Background: an optimization exercise with open tools, aiming at small area. Do not read the settings as production practice.
Function was checked by simulation only, so behaviour that the tests miss may differ from the original.
Power and IR drop assume default switching activity.

### run.sh
#!/bin/bash
# synth_recipe.tcl (not shown) runs the flow's synth.tcl, then flattens the netlist and writes it again
# the make line also repeats each setting of config.mk as NAME=value (left out here)
make -C /OpenROAD-flow-scripts/flow DESIGN_CONFIG=/design/flow/config.mk WORK_HOME=/design/flow/orfs CLKGATE_MAP_FILE= SYNTH_SCRIPT=/design/flow/synth_recipe.tcl finish
### config.mk
export PLATFORM = sky130hd
export DESIGN_NAME = ex_top
export DESIGN_NICKNAME = ex_top
export VERILOG_FILES = /design/flow/design.v
export SDC_FILE = /design/flow/constraint.sdc
export NUM_CORES = 4
export LEC_CHECK = 0
export CAP_MARGIN = 20
export CORE_MARGIN = 2
export CORE_UTILIZATION = 40
export SLEW_MARGIN = 20
### constraint.sdc
create_clock -name core_clock -period 7.0 [get_ports {clk}]
set_input_delay 1.4000 -clock core_clock [delete_from_list [all_inputs] [get_ports {clk}]]
set_output_delay 1.4000 -clock core_clock [all_outputs]
set_load 0.01 [all_outputs]
### design.v
package ex_isa_pkg;
    typedef logic [31:0] word_t;        
    typedef logic [4:0]  reg_idx_t;     
    typedef logic [4:0]  shamt_t;       
    typedef logic [6:0]  opcode_t;      
    typedef logic [2:0]  funct3_t;      
    typedef logic [6:0]  funct7_t;      
    localparam opcode_t OPC_OP     = 7'b0110011;     
    localparam opcode_t OPC_OP_IMM = 7'b0010011;     
    localparam opcode_t OPC_LUI    = 7'b0110111;     
    localparam opcode_t OPC_AUIPC  = 7'b0010111;     
    localparam opcode_t OPC_BRANCH = 7'b1100011;     
    localparam opcode_t OPC_JAL    = 7'b1101111;     
    localparam opcode_t OPC_JALR   = 7'b1100111;     
    localparam funct3_t F3_ADD  = 3'b000;     
    localparam funct3_t F3_SLL  = 3'b001;     
    localparam funct3_t F3_SLT  = 3'b010;     
    localparam funct3_t F3_SLTU = 3'b011;     
    localparam funct3_t F3_XOR  = 3'b100;
    localparam funct3_t F3_SR   = 3'b101;     
    localparam funct3_t F3_OR   = 3'b110;
    localparam funct3_t F3_AND  = 3'b111;
    localparam funct3_t F3_BEQ  = 3'b000;
    localparam funct3_t F3_BNE  = 3'b001;
    localparam funct3_t F3_BLT  = 3'b100;
    localparam funct3_t F3_BGE  = 3'b101;
    localparam funct3_t F3_BLTU = 3'b110;
    localparam funct3_t F3_BGEU = 3'b111;
    localparam funct3_t F3_JALR = 3'b000;     
    localparam funct7_t FUNCT7_BASE = 7'b0000000;     
    localparam funct7_t FUNCT7_ALT  = 7'b0100000;     
    localparam word_t INSTR_BYTES = 32'd4;     
endpackage
package ex_ctrl_pkg;
    typedef enum logic [3:0] {
        ALU_ADD,
        ALU_SUB,
        ALU_SLL,
        ALU_SLT,      
        ALU_SLTU,     
        ALU_XOR,
        ALU_SRL,
        ALU_SRA,      
        ALU_OR,
        ALU_AND
    } alu_op_e;
    typedef enum logic [1:0] {
        OPA_RS1,      
        OPA_PC,       
        OPA_ZERO      
    } opa_sel_e;
    typedef enum logic {
        OPB_RS2,
        OPB_IMM
    } opb_sel_e;
    typedef enum logic [3:0] {
        BR_NONE,      
        BR_EQ,
        BR_NE,
        BR_LT,
        BR_GE,
        BR_LTU,
        BR_GEU,
        BR_JAL,       
        BR_JALR       
    } br_cond_e;
    typedef enum logic {
        RES_ALU,
        RES_LINK      
    } res_sel_e;
endpackage
module ex_imm_gen (
    input  ex_isa_pkg::word_t instr,     
    output ex_isa_pkg::word_t imm_i,     
    output ex_isa_pkg::word_t imm_b,     
    output ex_isa_pkg::word_t imm_u,     
    output ex_isa_pkg::word_t imm_j      
);
    logic sign;     
    assign sign = instr[31];
    assign imm_i = {{20{sign}}, instr[31:20]};
    assign imm_b = {{19{sign}},
                    sign,                
                    instr[7],            
                    instr[30:25],        
                    instr[11:8],         
                    1'b0};               
    assign imm_u = {instr[31:12], 12'b0};
    assign imm_j = {{11{sign}},
                    sign,                
                    instr[19:12],        
                    instr[20],           
                    instr[30:21],        
                    1'b0};               
endmodule
module ex_decode (
    input  ex_isa_pkg::word_t      instr,        
    output ex_ctrl_pkg::alu_op_e   alu_op,       
    output ex_ctrl_pkg::opa_sel_e  opa_sel,      
    output ex_ctrl_pkg::opb_sel_e  opb_sel,      
    output logic                   imm_sel,      
    output ex_ctrl_pkg::br_cond_e  br_cond,      
    output ex_ctrl_pkg::res_sel_e  res_sel,      
    output logic                   rd_write,     
    output logic                   illegal       
);
    ex_isa_pkg::opcode_t   opcode;
    ex_isa_pkg::funct3_t   funct3;
    ex_isa_pkg::funct7_t   funct7;
    ex_isa_pkg::reg_idx_t  rd;
    ex_ctrl_pkg::br_cond_e br_raw;      
    logic                  base;        
    logic                  alt;         
    logic                  writes;      
    logic                  legal;
    function automatic ex_ctrl_pkg::alu_op_e alu_from_f3(ex_isa_pkg::funct3_t f3, logic sel_alt);
        case (f3)
            ex_isa_pkg::F3_ADD:  alu_from_f3 = sel_alt ? ex_ctrl_pkg::ALU_SUB : ex_ctrl_pkg::ALU_ADD;
            ex_isa_pkg::F3_SLL:  alu_from_f3 = ex_ctrl_pkg::ALU_SLL;
            ex_isa_pkg::F3_SLT:  alu_from_f3 = ex_ctrl_pkg::ALU_SLT;
            ex_isa_pkg::F3_SLTU: alu_from_f3 = ex_ctrl_pkg::ALU_SLTU;
            ex_isa_pkg::F3_XOR:  alu_from_f3 = ex_ctrl_pkg::ALU_XOR;
            ex_isa_pkg::F3_SR:   alu_from_f3 = sel_alt ? ex_ctrl_pkg::ALU_SRA : ex_ctrl_pkg::ALU_SRL;
            ex_isa_pkg::F3_OR:   alu_from_f3 = ex_ctrl_pkg::ALU_OR;
            default:             alu_from_f3 = ex_ctrl_pkg::ALU_AND;     
        endcase
    endfunction
    assign opcode = instr[6:0];
    assign rd     = instr[11:7];
    assign funct3 = instr[14:12];
    assign funct7 = instr[31:25];
    assign base   = (funct7 == ex_isa_pkg::FUNCT7_BASE);
    assign alt    = (funct7 == ex_isa_pkg::FUNCT7_ALT);
    always_comb begin
        alu_op  = ex_ctrl_pkg::ALU_ADD;     
        opa_sel = ex_ctrl_pkg::OPA_RS1;
        opb_sel = ex_ctrl_pkg::OPB_RS2;
        imm_sel = 1'b0;
        br_raw  = ex_ctrl_pkg::BR_NONE;
        res_sel = ex_ctrl_pkg::RES_ALU;
        writes  = 1'b0;
        legal   = 1'b1;
        case (opcode)
            ex_isa_pkg::OPC_OP: begin
                writes = 1'b1;
                alu_op = alu_from_f3(funct3, alt);
                legal  = base || (alt && (funct3 == ex_isa_pkg::F3_ADD ||
                                          funct3 == ex_isa_pkg::F3_SR));
            end
            ex_isa_pkg::OPC_OP_IMM: begin
                writes  = 1'b1;
                opb_sel = ex_ctrl_pkg::OPB_IMM;
                alu_op  = alu_from_f3(funct3, alt && funct3 == ex_isa_pkg::F3_SR);     
                if (funct3 == ex_isa_pkg::F3_SLL) begin
                    legal = base;                                                  
                end else if (funct3 == ex_isa_pkg::F3_SR) begin
                    legal = base || alt;                                           
                end
            end
            ex_isa_pkg::OPC_LUI: begin
                writes  = 1'b1;
                opa_sel = ex_ctrl_pkg::OPA_ZERO;     
                opb_sel = ex_ctrl_pkg::OPB_IMM;
                imm_sel = 1'b1;
            end
            ex_isa_pkg::OPC_AUIPC: begin
                writes  = 1'b1;
                opa_sel = ex_ctrl_pkg::OPA_PC;       
                opb_sel = ex_ctrl_pkg::OPB_IMM;
                imm_sel = 1'b1;
            end
            ex_isa_pkg::OPC_BRANCH: begin
                case (funct3)
                    ex_isa_pkg::F3_BEQ:  br_raw = ex_ctrl_pkg::BR_EQ;
                    ex_isa_pkg::F3_BNE:  br_raw = ex_ctrl_pkg::BR_NE;
                    ex_isa_pkg::F3_BLT:  br_raw = ex_ctrl_pkg::BR_LT;
                    ex_isa_pkg::F3_BGE:  br_raw = ex_ctrl_pkg::BR_GE;
                    ex_isa_pkg::F3_BLTU: br_raw = ex_ctrl_pkg::BR_LTU;
                    ex_isa_pkg::F3_BGEU: br_raw = ex_ctrl_pkg::BR_GEU;
                    default:             legal  = 1'b0;     
                endcase
            end
            ex_isa_pkg::OPC_JAL: begin
                writes  = 1'b1;
                br_raw  = ex_ctrl_pkg::BR_JAL;
                res_sel = ex_ctrl_pkg::RES_LINK;
            end
            ex_isa_pkg::OPC_JALR: begin
                writes  = 1'b1;
                br_raw  = ex_ctrl_pkg::BR_JALR;
                res_sel = ex_ctrl_pkg::RES_LINK;
                legal   = (funct3 == ex_isa_pkg::F3_JALR);
            end
            default: legal = 1'b0;     
        endcase
    end
    assign illegal  = !legal;
    assign rd_write = legal && writes && (rd != '0);     
    assign br_cond  = legal ? br_raw : ex_ctrl_pkg::BR_NONE;
endmodule
module ex_alu (
    input  ex_isa_pkg::word_t      pc,           
    input  ex_isa_pkg::word_t      rs1_data,
    input  ex_isa_pkg::word_t      rs2_data,
    input  ex_isa_pkg::word_t      imm,          
    input  ex_isa_pkg::word_t      imm_u,        
    input  logic                   imm_sel,      
    input  ex_ctrl_pkg::alu_op_e   alu_op,
    input  ex_ctrl_pkg::opa_sel_e  opa_sel,
    input  ex_ctrl_pkg::opb_sel_e  opb_sel,
    output ex_isa_pkg::word_t      alu_result
);
    ex_isa_pkg::word_t  opa;
    ex_isa_pkg::word_t  opb;
    ex_isa_pkg::word_t  imm_val;     
    ex_isa_pkg::shamt_t shamt;
    always_comb begin
        case (opa_sel)
            ex_ctrl_pkg::OPA_PC:   opa = pc;       
            ex_ctrl_pkg::OPA_ZERO: opa = '0;       
            default:               opa = rs1_data;
        endcase
    end
    assign imm_val = imm_sel ? imm_u : imm;
    assign opb     = (opb_sel == ex_ctrl_pkg::OPB_IMM) ? imm_val : rs2_data;
    assign shamt   = opb[4:0];     
    always_comb begin
        case (alu_op)
            ex_ctrl_pkg::ALU_ADD:  alu_result = opa + opb;
            ex_ctrl_pkg::ALU_SUB:  alu_result = opa - opb;
            ex_ctrl_pkg::ALU_SLL:  alu_result = opa << shamt;
            ex_ctrl_pkg::ALU_SLT:  alu_result = {31'b0, $signed(opa) < $signed(opb)};
            ex_ctrl_pkg::ALU_SLTU: alu_result = {31'b0, opa < opb};
            ex_ctrl_pkg::ALU_XOR:  alu_result = opa ^ opb;
            ex_ctrl_pkg::ALU_SRL:  alu_result = opa >> shamt;
            ex_ctrl_pkg::ALU_SRA:  alu_result = ex_isa_pkg::word_t'($signed(opa) >>> shamt);
            ex_ctrl_pkg::ALU_OR:   alu_result = opa | opb;
            ex_ctrl_pkg::ALU_AND:  alu_result = opa & opb;
            default:               alu_result = '0;     
        endcase
    end
endmodule
module ex_branch_unit (
    input  ex_isa_pkg::word_t     pc,
    input  ex_isa_pkg::word_t     rs1_data,
    input  ex_isa_pkg::word_t     rs2_data,
    input  ex_isa_pkg::word_t     imm_i,        
    input  ex_isa_pkg::word_t     imm_b,        
    input  ex_isa_pkg::word_t     imm_j,        
    input  ex_ctrl_pkg::br_cond_e br_cond,
    output logic                  redirect,     
    output ex_isa_pkg::word_t     target,
    output ex_isa_pkg::word_t     link          
);
    logic              eq;
    logic              lt;           
    logic              ltu;          
    ex_isa_pkg::word_t jalr_sum;     
    assign eq  = (rs1_data == rs2_data);
    assign lt  = ($signed(rs1_data) < $signed(rs2_data));
    assign ltu = (rs1_data < rs2_data);
    always_comb begin
        case (br_cond)
            ex_ctrl_pkg::BR_EQ:   redirect = eq;
            ex_ctrl_pkg::BR_NE:   redirect = !eq;
            ex_ctrl_pkg::BR_LT:   redirect = lt;
            ex_ctrl_pkg::BR_GE:   redirect = !lt;
            ex_ctrl_pkg::BR_LTU:  redirect = ltu;
            ex_ctrl_pkg::BR_GEU:  redirect = !ltu;
            ex_ctrl_pkg::BR_JAL,
            ex_ctrl_pkg::BR_JALR: redirect = 1'b1;     
            default:              redirect = 1'b0;     
        endcase
    end
    assign jalr_sum = rs1_data + imm_i;
    always_comb begin
        case (br_cond)
            ex_ctrl_pkg::BR_JAL:  target = pc + imm_j;
            ex_ctrl_pkg::BR_JALR: target = {jalr_sum[31:1], 1'b0};     
            default:              target = pc + imm_b;
        endcase
    end
    assign link = pc + ex_isa_pkg::INSTR_BYTES;
endmodule
module ex_output_stage (
    input  logic                  clk,
    input  logic                  reset,          
    input  logic                  in_valid,       
    input  ex_isa_pkg::word_t     instr,
    input  ex_ctrl_pkg::res_sel_e res_sel,
    input  ex_isa_pkg::word_t     alu_result,
    input  ex_isa_pkg::word_t     link,
    input  ex_isa_pkg::word_t     target,
    input  logic                  redirect,
    input  logic                  rd_write,
    input  logic                  illegal,
    output logic                  out_valid,
    output ex_isa_pkg::word_t     result,
    output ex_isa_pkg::reg_idx_t  rd,
    output logic                  rd_write_q,
    output logic                  redirect_q,
    output logic                  illegal_q,
    output ex_isa_pkg::word_t     target_q
);
    ex_isa_pkg::word_t result_d;     
    assign result_d = (res_sel == ex_ctrl_pkg::RES_LINK) ? link : alu_result;
    always_ff @(posedge clk) begin
        if (reset) begin
            out_valid  <= 1'b0;
            rd_write_q <= 1'b0;
            redirect_q <= 1'b0;
            illegal_q  <= 1'b0;
        end else begin
            out_valid  <= in_valid;
            rd_write_q <= in_valid && rd_write;
            redirect_q <= in_valid && redirect;
            illegal_q  <= in_valid && illegal;
        end
    end
    always_ff @(posedge clk) begin
        result   <= result_d;
        rd       <= instr[11:7];
        target_q <= target;
    end
endmodule
module ex_top (
    input  logic                 clk,
    input  logic                 reset,
    input  logic                 in_valid,     
    input  ex_isa_pkg::word_t    pc,
    input  ex_isa_pkg::word_t    instr,
    input  ex_isa_pkg::word_t    rs1_data,
    input  ex_isa_pkg::word_t    rs2_data,
    output logic                 out_valid,    
    output ex_isa_pkg::word_t    result,
    output ex_isa_pkg::reg_idx_t rd,
    output logic                 rd_write,
    output logic                 redirect,
    output logic                 illegal,
    output ex_isa_pkg::word_t    target
);
    ex_isa_pkg::word_t     imm_i, imm_b, imm_u, imm_j;     
    ex_ctrl_pkg::alu_op_e  alu_op;
    ex_ctrl_pkg::opa_sel_e opa_sel;
    ex_ctrl_pkg::opb_sel_e opb_sel;
    ex_ctrl_pkg::br_cond_e br_cond;
    ex_ctrl_pkg::res_sel_e res_sel;
    logic                  imm_sel;
    logic                  dec_rd_write;     
    logic                  dec_illegal;
    logic                  br_redirect;
    ex_isa_pkg::word_t     br_target, link, alu_result;
    ex_imm_gen i_imm_gen (.instr, .imm_i, .imm_b, .imm_u, .imm_j);
    ex_decode i_decode (.instr, .alu_op, .opa_sel, .opb_sel, .imm_sel, .br_cond, .res_sel,
        .rd_write(dec_rd_write), .illegal(dec_illegal));
    ex_alu i_alu (.pc, .rs1_data, .rs2_data, .imm(imm_i), .imm_u, .imm_sel,
        .alu_op, .opa_sel, .opb_sel, .alu_result);
    ex_branch_unit i_branch_unit (.pc, .rs1_data, .rs2_data, .imm_i, .imm_b, .imm_j,
        .br_cond, .redirect(br_redirect), .target(br_target), .link);
    ex_output_stage i_output_stage (
        .clk,
        .reset,
        .in_valid,
        .instr,
        .res_sel,
        .alu_result,
        .link,
        .target     (br_target),
        .redirect   (br_redirect),
        .rd_write   (dec_rd_write),
        .illegal    (dec_illegal),
        .out_valid,
        .result,
        .rd,
        .rd_write_q (rd_write),
        .redirect_q (redirect),
        .illegal_q  (illegal),
        .target_q   (target)
    );
endmodule
==> results.env <==
MAXIMUM_VDD_DROP_mV=0.109
INITIAL_UTILIZATION_PCT=40.4
TOP_LEVEL_PINS=204
MAX-SLEW-MARGIN-REL_PCT=23.9
POST_DRT_WL_PER_CELL_UM=27.0
FINISH.INSTANCE_AREA_UM2=19900
FIRSTDRTPASSITERS=6
CRIT_REQUIRED_NS=7.27
MET2_WIRELENGTH_MM=38.1
PATH_MAX_FANOUT=10
FLOW.AREA_GROWTH_FROM_SYNTHESIS_PCT=21.3
NUMBER_OF_DRC_VIOLATIONS_AFTER_DETAILED_ROUTING_ITERATION_0=2451
FINAL-HOLD-VIOLATION-COUNT=0
CRITPATHLAUNCHTYPE='primary input'
WL_MET1_MM=35.0
GP_ROUTABILITY_CONGESTION=1.05
SYN_NETS=2817
RSZ0062_AT_GRT='no'
LAYOUT_MIN_CYCLE_TIME_NS=6.43
MIN_PATH_TYPE='in2reg'
YOSYS.CELL_TYPES.COUNT=89
TOTALWIRELENGTH_MM=87.6
GRT_START_MAX_NET_PINS=82
CTS_BUFFERS=9
POST_CTS_HOLD_BUFFER_COUNT=0
MULTI_INPUT_COMB_AREA_UM2=13700
CRIT_ARRIVAL_NS=6.70
SYNTH_ASYNC_SR_FLOP_SHARE_PCT=0
GR-TOTAL-OVERFLOW=0
RUN_STATUS='finished clean'
FINALNONFILLERCELLS=3241
YOSYS-MUX-AREA-FRACTION_PCT=5.46
SHARE_OF_LAYOUT_CELLS_ABOVE_DRIVE_STRENGTH_1_PCT=8.20
SYNTH-COMPOUND-AREA-SHARE_PCT=35.8
DRV_SLEW=0
SYNTH_EDF_COUNT=0
FIRST_PASS_GRT_WIRE_LENGTH_MM=127
POST-ROUTE-DRC-COUNT=0
ANT_NETS=0
GRT_PASS1_VIAS=19600
MAIN_COMBINATIONAL_CELL_FAMILY_BY_AREA_AFTER_SYNTHESIS='compound AO/OA/AOI/OAI gates'
POST_DRT_VIA_CELL_RATIO=6.43
SETUP.WORST_PATH.CLASS='in2reg'
CTS_TREE='built'
LAYOUT.CORE_UTILIZATION_PCT=49.0
CLOCK_TREE.HTREE_LEVEL_COUNT=3
CTS_NUM_SINKS=73
DIEWIDTH_UM=207
NUM-FILL-CELLS=4287
NETLIST.AREA_LEADER.SHARE_PCT=14.8
SYNTH_XOR_AREA_SHARE_PCT=4.70
DETAILROUTE.VIA_COUNT=20800
NUM-NETS-FINAL=3032
FP.COREAREA_UM2=40600
NUMPLACEDINSTANCES=3224
CTSROOTBUFFERMASTER='sky130_fd_sc_hd__clkbuf_16'
POST_SYNTH_INSTANCE_AREA_UM2=16400
DR.MAX_LAYER_USED='met4'
ANTENNA_FOUND_INITIAL=3
SYNTH-WARNING-COUNT=4
MET3_ROUTED_LENGTH_MM=7.83
CLKSLEWWORSTSETUPHOLDPATHS_NS=0.07
CRITICAL_PATH.ENDPOINT_TYPE='register'
MAX_FREQ_MHz=156
TIMING_WORST_SLEW_PIN_VALUE_NS=1.13
DESIGN.DIE.AREA_UM2=42600
SYNTH_AREA_LEADERS='sky130_fd_sc_hd__ha_1, sky130_fd_sc_hd__a21oi_1, sky130_fd_sc_hd__dfxtp_1'
NUM_ROWS=74
SYNTH.FF_LATCH_COUNT=73
SEQ_AREA_UM2=1460
POST_SYNTH.CELL_AREA_AVG_UM2=6.59
TOTAL_LEAKAGE_POWER_nW=8.64
SYNTH-SEQ-AREA-SHARE_PCT=8.91
TOP_REG_CELL_SYNTH='sky130_fd_sc_hd__dfxtp_1'
CELL_TYPE_WITH_THE_HIGHEST_AGGREGATE_AREA_IN_THE_NETLIST='sky130_fd_sc_hd__ha_1'
CTSLONGESTPATHBUFFERS=2
SYNTH-SIMPLE-AREA-SHARE_PCT=22.2
CTS_RESIZED=0
SYNTHESIS.INSTANCES=2488
DRV.MAX_CAP_VIOLATION_COUNT=0
POST_DP_HPWL_MM=71.2
SETUP_TOTAL_NEGATIVE_SLACK_NS=0
SYNTHADDERAREAFRAC_PCT=15.3
POST_DP_CELL_AREA_UM2=19600
DIEHEIGHT_UM=207
CELL_PWR_DENSITY_nW_PER_UM2=137
GRT_UTIL_ALL_LAYERS_PCT=40.6
POST-CTS-SETUP-BUFFER-COUNT=0
SETUP-VIOLATIONS-FINAL=0
FINAL_PERIOD_UTIL_PCT=91.8
NUMBER_OF_I_O_PORT_BUFFERS=203
routing by layer:
layer | vias to the layer above | GRT usage (%)
li1 | 9492 | -
met5 | - | 0
met3 | 314 | 8.42
met1 | 9732 | 50.2
met2 | 1286 | 63.8
met4 | 0 | 26.6
Yosys cell counts, types with 9 or more instances:
master,instances
sky130_fd_sc_hd__nand4_1,21
sky130_fd_sc_hd__ha_1,194
sky130_fd_sc_hd__a2111oi_0,14
sky130_fd_sc_hd__a221oi_1,19
sky130_fd_sc_hd__a31o_2,11
sky130_fd_sc_hd__dfxtp_1,73
sky130_fd_sc_hd__o31ai_1,19
sky130_fd_sc_hd__a211oi_1,58
sky130_fd_sc_hd__a311oi_1,9
sky130_fd_sc_hd__nor2b_1,27
sky130_fd_sc_hd__o21ai_1,10
sky130_fd_sc_hd__buf_1,15
sky130_fd_sc_hd__o21ai_0,203
sky130_fd_sc_hd__nor4_1,18
sky130_fd_sc_hd__nand2b_1,18
sky130_fd_sc_hd__a31oi_1,28
sky130_fd_sc_hd__a22oi_1,21
sky130_fd_sc_hd__buf_2,32
sky130_fd_sc_hd__o22ai_1,18
sky130_fd_sc_hd__o21a_1,22
sky130_fd_sc_hd__a21oi_1,295
sky130_fd_sc_hd__a211o_1,15
sky130_fd_sc_hd__clkbuf_1,93
sky130_fd_sc_hd__and3_1,24
sky130_fd_sc_hd__nor2_1,265
sky130_fd_sc_hd__o211ai_1,41
sky130_fd_sc_hd__mux2i_1,69
sky130_fd_sc_hd__mux2_2,13
sky130_fd_sc_hd__o21bai_1,20
sky130_fd_sc_hd__nand2_1,265
sky130_fd_sc_hd__nand3_1,46
sky130_fd_sc_hd__nor3_1,48
sky130_fd_sc_hd__a32oi_1,9
sky130_fd_sc_hd__xnor2_1,58
sky130_fd_sc_hd__a21o_1,53
sky130_fd_sc_hd__inv_1,163
sky130_fd_sc_hd__and2_1,16
sky130_fd_sc_hd__o2111ai_1,11
sky130_fd_sc_hd__or3_1,15
sky130_fd_sc_hd__xor2_1,30
layout by cell type (no fill, tap or decap), types with 30 or more instances in the layout:
master	count
sky130_fd_sc_hd__xor2_1	30
sky130_fd_sc_hd__clkdlybuf4s50_1	203
sky130_fd_sc_hd__nand2_1	265
sky130_fd_sc_hd__a21oi_1	294
sky130_fd_sc_hd__dfxtp_1	73
sky130_fd_sc_hd__xnor2_1	58
sky130_fd_sc_hd__nor2_1	264
sky130_fd_sc_hd__a21o_1	53
sky130_fd_sc_hd__nand3_1	46
sky130_fd_sc_hd__buf_4	144
sky130_fd_sc_hd__ha_1	193
sky130_fd_sc_hd__o211ai_1	41
sky130_fd_sc_hd__a211oi_1	58
sky130_fd_sc_hd__mux2i_1	69
sky130_fd_sc_hd__o21ai_0	203
sky130_fd_sc_hd__nor3_1	46
sky130_fd_sc_hd__inv_1	163
worst paths after layout:
path / startpoint / cells after the start / to
min: instr[9] / 1 / i_output_stage.rd[2]$_DFF_P_
max: instr[5] / 20 / i_output_stage.target_q[31]$_DFF_P_
state kept, by name (all words and copies together) (netlist names):
signal / count
i_output_stage.result: 32
i_output_stage.target_q: 32
i_output_stage.rd: 5
i_output_stage.illegal_q: 1
i_output_stage.out_valid: 1
i_output_stage.rd_write_q: 1
i_output_stage.redirect_q: 1
area by class of cell:
| class | instances | share of cell area, % |
|---|---|---|
| antenna | 2 | 0.0251 |
| timing repair buffer | 348 | 15.7 |
| multi-input combinational | 2102 | 69.0 |
| clock inverter | 6 | 0.220 |
| sequential | 73 | 7.34 |
| inverter | 169 | 3.20 |
| clock buffer | 9 | 1.13 |
| tap | 532 | 3.34 |
through the flow:
step           power, mW  hold WS (ns)  worst slack (ns)
3_3_place_gp        2.19          1.94             0.233
3_5_place_dp        2.19          1.94             0.251
6_report            2.72          1.54             0.575
2_1_floorplan       1.47          1.43             0.572
5_1_grt             2.86          1.53             0.158
4_1_cts             2.69          1.53             0.601
power by group:
group / switching (mW) / leakage [nW] / internal (mW)
clock: 0.248 / 0.132 / 0.240
combinational: 1.00 / 7.89 / 0.703
sequential: 0.0353 / 0.615 / 0.498
critical path: stages:
cell	delay, ns
sky130_fd_sc_hd__clkdlybuf4s50_1	0.56
sky130_fd_sc_hd__buf_4	0.19
sky130_fd_sc_hd__nand2_1	0.07
sky130_fd_sc_hd__nor3_2	0.33
sky130_fd_sc_hd__and2_2	0.27
sky130_fd_sc_hd__nand2_1	0.31
sky130_fd_sc_hd__nand2_1	0.17
sky130_fd_sc_hd__o21ai_0	0.11
sky130_fd_sc_hd__ha_1	0.24
sky130_fd_sc_hd__fa_1	0.43
sky130_fd_sc_hd__a211oi_1	0.28
sky130_fd_sc_hd__o21ai_1	0.17
sky130_fd_sc_hd__o2111ai_1	0.28
sky130_fd_sc_hd__o21a_1	0.24
sky130_fd_sc_hd__nor4bb_1	0.12
sky130_fd_sc_hd__o41ai_1	0.58
sky130_fd_sc_hd__o21ai_0	0.29
sky130_fd_sc_hd__a311o_1	0.40
sky130_fd_sc_hd__a21oi_1	0.15
sky130_fd_sc_hd__xnor2_1	0.08
cell families (layout without fill, tap and decap cells):
logic type | count (synthesis) | in the layout
and+or+nand+nor | 801 | 801
xor gates and xnor gates | 88 | 88
DFF | 73 | 73
buffers and inverters | 313 | 532
AOI/OAI and AO/OA | 930 | 930
muxes | 85 | 85
other | 0 | 2
adders and majority gates | 198 | 198

port drivers added, routing unchanged:
In the flow no input, the clock included, has a driving cell. The finished layout below was timed again as built, in two steps. Step 1 assumes that a clkbuf_16 drives the clock port and a buf_2 every other input. Step 2 moves the port delays by t, midway between the first and last clock arrival at a register: inputs arrive t later, outputs are due t later. That takes back most of the time a late clock gives input paths. a / b / c = no drivers / after step 1 / after step 2; a / b = the first two.
t (ns): 0.455
slack for setup (ns): 0.575 / 0.598 / 0.144
worst hold slack (ns): 1.541 / 1.506 / 1.961
worst data-port slew with drivers (ns): 0.07
After both steps setup and hold are still met in this run. For this run, drivers alone change the setup slack by +0.023 ns; drivers and shift together by -0.431 ns.
